Context: an optimization exercise on an open-source flow, tuned for small area and a short achievable clock period. The choices shown serve that exercise and are no tape-out recipe. In this exercise RTL edits were held to simulation tests only and were not proved equivalent to the original. Power figures rest on the tool's default switching activity, not on a simulated workload.

## flow/design.v (module list and top-level ports; edited modules follow where they fit)
// module dds_gain_decimator: 1225 lines
module dds_gain_decimator (
  input  logic        clock,
  input  logic        reset,
  input  logic        io_en,
  input  logic [31:0] io_in_value,
  input  logic [15:0] io_gain,
  input  logic [7:0]  io_decim,
  output logic        io_out_valid,
  output logic [31:0] io_out_bits,
  input  logic        io_out_ready,
  output logic [3:0]  io_level,
  output logic [15:0] io_overflow_cnt
);
  // ...
==> flow/run.sh <==
#!/bin/bash
# synth_recipe.tcl (not shown) runs the flow's synth.tcl, then flattens the netlist and writes it again
# the make line also repeats each setting of config.mk as NAME=value (left out here)
make -C /OpenROAD-flow-scripts/flow DESIGN_CONFIG=/design/flow/config.mk WORK_HOME=/design/flow/orfs CLKGATE_MAP_FILE= SYNTH_SCRIPT=/design/flow/synth_recipe.tcl finish
==> flow/config.mk <==
export PLATFORM = sky130hd
export DESIGN_NAME = dds_gain_decimator
export DESIGN_NICKNAME = dds_gain_decimator
export VERILOG_FILES = /design/flow/design.v
export SDC_FILE = /design/flow/constraint.sdc
export NUM_CORES = 4
export LEC_CHECK = 0
export CAP_MARGIN = 20
export CORE_MARGIN = 2
export CORE_UTILIZATION = 65
export CTS_CLUSTER_DIAMETER = 100
export CTS_CLUSTER_SIZE = 30
export SETUP_SLACK_MARGIN = 5.0
export SLEW_MARGIN = 20
==> flow/constraint.sdc <==
create_clock -name core_clock -period 8.0 [get_ports {clock}]
set_input_delay 1.6000 -clock core_clock [delete_from_list [all_inputs] [get_ports {clock}]]
set_output_delay 1.6000 -clock core_clock [all_outputs]
set_load 0.01 [all_outputs]
==> results.tsv, run 1 <==
stage	metric	value	unit
power	p_seq	3.98	mW
route	viasPerCell	6.37	
layout	multi_input_gates	1753	
critical_path	crit_fanout	8	
global_route	grt.total_usage	30.1	%
layout	multi_input_area	15000	um2
outcome	outcome	complete, no violations	
critical_path	critPathLaunch	c_q[36]$_DFF_P_	
layout	nClkBuffers	31	
floorplanning	io_pins	113	
clock_network	cts_resized	108	
global_route	antenna_found_initial	0	
floorplanning	tap_cells	539	
logic_synthesis	syn_area	27800	um2
logic_synthesis	synthMuxAreaShare	1.19	%
logic_synthesis	synth_edf_count	256	
clock_network	tritoncts	built	
critical_path	crit_arrival	3290	ps
worst_hold_path	hold_path_class	reg -> reg	
placement	post_dp_cell_area	28700	um2
route	vias	19233	
critical_path	path_cells	ha_2 > and3_4 > nand2b_4 > or4_4 > a211oi_4 > o21ai_1 > nand4b_1 > a31oi_2 > xnor2_4 > o21a_1	
layout	nNonClkBuffers	168	
layout	largest_reg_flops	224	
layout	seq-cell-share	39.5	%
logic_synthesis	synthTopCellsByCount	xnor2_1, a22oi_1, edfxtp_1	
placement	dp_slack	3610	ps
layout	final_cell_mix	xnor2_1, a22oi_1, edfxtp_1	
critical_path	crit-reg2reg-capture	h_q[31]$_DFFE_PP_	
placement	portBuffers	112	
critical_path	crit_type	reg -> reg	
clock_network	path_clk_slew	110	ps
clock_network	cts.sinks	446	
sta	holdWs	522	ps
route	drtPass1Iterations	8	
sta	worst_pin_slew	903	ps
route	highest-signal-layer	met4	
layout	clkCellAreaFrac	2.14	%
==> inputs of run 2 (changes only) <==
--- a/flow/design.v
+++ b/flow/design.v
@@ -1161,61 +1161,59 @@
   assign cc[45] = sg5_36;
   assign cc[46] = sg5_37;
   logic [31:0] dec, dec_p, dec_c;
   assign dec_p = cp[46:15];
   assign dec_c = cc[46:15];
   assign dec   = dec_p ^ dec_c;
   logic [31:0] h_q;
   logic [31:0] mem [7];
-  logic [6:0]  rd, wr;
   logic [3:0]  level;
   logic        valid, empty, le1, full;
   logic [31:0] m_rd;
-  assign m_rd = (mem[0] & {32{rd[0]}}) | (mem[1] & {32{rd[1]}}) |
-                (mem[2] & {32{rd[2]}}) | (mem[3] & {32{rd[3]}}) |
-                (mem[4] & {32{rd[4]}}) | (mem[5] & {32{rd[5]}}) |
-                (mem[6] & {32{rd[6]}});
+  logic [6:0] rsel;
+  always_comb
+    for (int i = 0; i < 7; i++) rsel[i] = (level == 4'(i + 2));
+  assign m_rd = (mem[0] & {32{rsel[0]}}) | (mem[1] & {32{rsel[1]}}) |
+                (mem[2] & {32{rsel[2]}}) | (mem[3] & {32{rsel[3]}}) |
+                (mem[4] & {32{rsel[4]}}) | (mem[5] & {32{rsel[5]}}) |
+                (mem[6] & {32{rsel[6]}});
   assign empty = !valid;
   logic ready;
   assign ready = io_out_ready;
   logic [3:0] lvl_r, lvl_n, level_nx;
   assign lvl_r = level + {3'd0, dec_valid} - {3'd0, !empty};
   assign lvl_n = level + {3'd0, dec_valid && !full};
   assign level_nx = ready ? lvl_r : lvl_n;
-  logic m_push, m_pop, m_we;
+  logic m_push;
   assign m_push = dec_valid && (ready ? !le1 : (!empty && !full));
-  assign m_pop  = ready && !le1;
-  assign m_we   = ready || !full;
   logic [31:0] h_nx;
   always_comb begin
     for (int i = 0; i < 32; i++) begin
       logic x1, x0;
       x1 = dec_c[i] ? (le1   ? !dec_p[i] : m_rd[i]) : (le1   ? dec_p[i] : m_rd[i]);
       x0 = dec_c[i] ? (empty ? !dec_p[i] : h_q[i])  : (empty ? dec_p[i] : h_q[i]);
       h_nx[i] = ready ? x1 : x0;
     end
   end
   always_ff @(posedge clock) begin
-    for (int i = 0; i < 7; i++)
-      if (m_we && wr[i]) mem[i] <= dec;
+    if (m_push) begin
+      mem[0] <= dec;
+      for (int i = 1; i < 7; i++) mem[i] <= mem[i-1];
+    end
     h_q <= h_nx;
   end
   always_ff @(posedge clock or negedge reset) begin
     if (!reset) begin
-      rd    <= 7'd1;
-      wr    <= 7'd1;
       level <= '0;
       valid <= 1'b0;
       le1   <= 1'b1;
       full  <= 1'b0;
       io_overflow_cnt <= '0;
     end else begin
-      if (m_push) wr <= {wr[5:0], wr[6]};
-      if (m_pop)  rd <= {rd[5:0], rd[6]};
       level <= level_nx;
       valid <= (level_nx != 4'd0);
       le1   <= (level_nx <= 4'd1);
       full  <= (level_nx == 4'd8);
       if (dec_valid && full && !ready && io_overflow_cnt != 16'hFFFF)
         io_overflow_cnt <= io_overflow_cnt + 16'd1;
     end
   end
==> run 2 against run 1 <==
Against the previous run:
- power decreased by 10%
- wire length increased by 1.8%
- critical path depth decreased by 4
- register-to-register slack got worse by 30 ps
- clock-buffer cell count decreased by 3
- global-route usage increased by 0.55 points
- non-clock buffer count decreased by 1
- clock skew decreased by 6.9 ps
- critical endpoint is now mem[2][5]$_DFFE_PP_
==> results.tsv, run 2 <==
stage	metric	value	unit	change
clock_network	cts_made_buffers	19		
logic_synthesis	synth_most_common_cell	xnor2_1		
floorplanning	die-area	43700	um2	
critical_path	r2r_cells	12		
worst_hold_path	hold_end	mem[6][23]$_DFFE_PP_		
logic_synthesis	ys_seq_area_share	41.8	%	
power	power_density	364	nW/um2	
placement	post_dp_cell_area	28300	um2	-1.6%
power	p_sw	4.41	mW	
sta	finalSetupViolations	0		
logic_synthesis	synth_cells	2458		
layout	final_nets	2641		
sta	hold_violations	0		
clock_network	path_clk_slew	110	ps	about the same
layout	largestRegisters	mem: 224 flops, c_q: 38 flops, s_q: 38 flops		
power	p_int	6.32	mW	
outcome	outcome	complete, no violations		
sta	rsz0062_at_grt	yes		
placement	gp_routability_congestion	0.847		
critical_path	crit_arrival	3290	ps	about the same
global_route	grt_overflow	0		
critical_path	critPathTopFamily	buffers and inverters		
layout	seq_area	11500	um2	
critical_path	cp-start-kind	input port		
clock_network	tritoncts	built		
layout	final_layout_size_suffix_gt1_share	11.3	%	
sta	worst_pin_slew	1050	ps	+149 ps
layout	diodes	0		
critical_path	path_cells	clkdlybuf4s50_1 > buf_4 > nand2b_4 > nor2_2 > o21a_4 > bufbuf_16		
global_route	grt_pass1_wl	106000	um	
global_route	grt.total_usage	30.6	%	+0.55 points
sta	layout_min_cycle_time	3040	ps	
logic_synthesis	synth_edf_count	256		unchanged
critical_path	crit_fanout	46		+38
route	drcViolationCount	0		
critical_path	regToRegSetupSlack	5000	ps	
logic_synthesis	async_flop_share	9.49	%	
route	viasPerCell	6.37		about the same
logic_synthesis	syn_nets	2630		
global_route	antenna_found_initial	0		unchanged
logic_synthesis	ys.flop_type	edfxtp_1		
logic_synthesis	yosysTopAreaCellShare	28.1	%	
critical_path	max_stage_delay	410	ps	
placement	dp_hpwl	42700	um	
placement	portBuffers	112		unchanged
clock_network	clk_latency	560	ps	
worst_hold_path	hold_depth	0		
layout	fillerInstances	3135		
sta	post-route-period-util	38.0	%	
logic_synthesis	synth_seq_cells	432		
clock_network	cts.sinks	432		-3.1%
layout	final_area	29500	um2	
layout	multi_input_area	14900	um2	-1.3%
critical_path	path_buf_inv	3		
route	drt_wl_total	68400	um	
sta	final.setup.tns	0	ps	
route	drtPass1Iterations	8		unchanged
layout	utilization	70.8	%	
critical_path	cp-end-kind	flop		
clock_network	cts-htree-levels	1		
critical_path	crit_type	in -> reg		
power	p_leak	10.5	nW	
power	power_frac_seq	30.6	%	
clock_network	ctsHoldBuffers	0		
sta	holdWs	460	ps	-61.6 ps
worst_hold_path	hold_path_class	reg -> reg		
critical_path	critPathSlowestCell	bufbuf_16		
critical_path	r2r_start	s_q[29]$_DFF_P_		
logic_synthesis	synthTopCellsByCount	xnor2_1, a22oi_1, edfxtp_1		
route	drt_iter0_markers	1860		
logic_synthesis	yosysUniqueCellTypes	65		
logic_synthesis	syn_area_per_cell	11.1	um2	
global_route	grt_pass1_vias	19456		
floorplanning	start_util	65.6	%	
layout	area_growth	7.94	%	
clock_network	root_buffer	clkbuf_16		
logic_synthesis	syn_area	27300	um2	-1.6%
power	peakVddDrop	213	uV	
floorplanning	die_w	209	um	
clock_network	cts.path.max_buffers	3		
layout	largest_register	mem		
power	p_comb_share	58.5	%	
global_route	grt_max_degree	48		
route	ant_nets	0		
layout	largest_reg_flops	224		unchanged
floorplanning	core-area	41700	um2	
placement	dp.cells	2951		
sta	fmax	0.329	GHz	
floorplanning	io_pins	113		unchanged
worst_hold_path	hold_start	mem[5][23]$_DFFE_PP_		
floorplanning	die_y	209	um	
critical_path	crit_required	8250	ps	
sta	clock_skew	25.2	ps	
power	pwr-share-clk	10.8	%	
layout	stdcell_count	3020		
logic_synthesis	yosysWarningCount	2		
route	vias	19240		+0.036%
floorplanning	row_count	75		
layout	final_cell_mix	xnor2_1, a22oi_1, edfxtp_1		
layout	final_common_cell	xnor2_1		
logic_synthesis	yosysTopAreaCell	edfxtp_1		
sta	slew_viol_final	0		
logic_synthesis	synthTopCellsByArea	edfxtp_1, xnor2_1, dfxtp_1		
power	switching_share	41.1	%	
sta	relSlewSlack	29.9	%	
route	wl_per_cell	22.6	um	
job	maxCapViolCount	0		
critical_path	crit-reg2reg-capture	h_q[26]$_DFFE_PP_		
run 2: final cells by class:
| type | count | share of cell area [%] |
|---|---|---|
| clock buffers | 28 | 1.73 |
| well taps | 539 | 2.29 |
| flip-flops and latches | 432 | 39.0 |
| multi-input cells | 1782 | 50.4 |
| clock inverters | 5 | 0.212 |
| repair buffers | 167 | 5.51 |
| inverters | 67 | 0.866 |
run 2: metal layers:
| metal | vias to the layer above | track usage, % | routed length (um) |
|---|---|---|---|
| met5 | - | 0 | 0 |
| met1 | 9431 | 38.5 | 27500 |
| met4 | 0 | 11.1 | 2020 |
| met2 | 835 | 54.5 | 34100 |
| li1 | 8819 | - | - |
| met3 | 155 | 3.61 | 4730 |
run 2: logic make-up after synthesis:
logic type	synth area share [%]
flops	41.8
fa+ha+maj	11.1
buf+inv	4.85
xor+xnor	22.7
simple gates	4.66
compound gates	13.5
mux	1.44
run 2: worst reg2reg max path, stage by stage (launching register included):
cell	delay, ps
dfxtp_1	320
ha_1	390
a21o_1	190
a21o_1	190
a221oi_2	270
nor2_1	130
nor2_1	220
o21ai_2	100
a21o_1	210
fa_2	360
xor2_2	180
nor2_1	120
a41oi_1	50
run 2: power groups by stage:
stage / clock network (mW) / logic, mW / registers [mW]
after floorplan: 0 / 4.65 / 3.19
after global placement: 0 / 5.89 / 3.32
after detailed placement: 0 / 6.05 / 3.33
after CTS: 1.19 / 6.14 / 3.27
after global routing: 1.26 / 6.85 / 3.32
final: 1.16 / 6.28 / 3.29
run 2: worst max-delay path by stage:
stage / startpoint / to / cells past startpoint / slack (ps)
after detailed placement: io_out_ready / mem[1][16]$_DFFE_PP_ / 5 / 2970
final: io_out_ready / mem[2][5]$_DFFE_PP_ / 6 / 4960
after floorplan: io_out_ready / mem[0][0]$_DFFE_PP_ / 5 / 3560
after global routing: s_q[29]$_DFF_P_ / h_q[26]$_DFFE_PP_ / 12 / 4870
after global placement: io_out_ready / mem[1][19]$_DFFE_PP_ / 5 / 3080
after CTS: s_q[13]$_DFF_P_ / h_q[30]$_DFFE_PP_ / 11 / 4950
run 2: through the flow:
| stage | setup WS, ps | total power, mW |
|---|---|---|
| CTS | 4950 | 10.6 |
| global route | 4870 | 11.4 |
| floorplan | 3560 | 7.85 |
| detailed placement | 2970 | 9.38 |
| global placement | 3080 | 9.21 |
| finish | 4960 | 10.7 |
run 2: timing repair:
action | CTS | global route
cloned | 8 | 2
setup buffers | 21 | 5
setup endpoints to repair | 337 | 264
gates resized for setup | 92 | 54
pin swaps | 6 | 8

## port drivers added, routing unchanged
The results above use ideal ports. As a check the final layouts listed here were re-extracted and re-timed, cells and wires unchanged. Step 1: set_driving_cell puts a clkbuf_16 on clock and a buf_2 on each other input, an assumption about the parent block. Step 2 times the ports against the registers' clock, not the clock port: input delays grow and output delays shrink by t, the midpoint of the rising clock arrivals with the driver on. a / b / c = ideal ports / drivers / drivers and shift; a / b = the first two.
| run | t (ns) | setup WS [ns] | worst register clock-pin slew, ns |
|---|---|---|---|
| run 1 | 0.618 | 5.033 / 5.004 / 4.536 | 0.11 / 0.11 |
| run 2 | 0.605 | 4.959 / 4.974 / 4.380 | 0.11 / 0.11 |
After both steps every run listed still meets setup and hold. For run 2, which loses most, drivers alone change the setup slack by +0.015 ns; drivers and shift together by -0.579 ns.
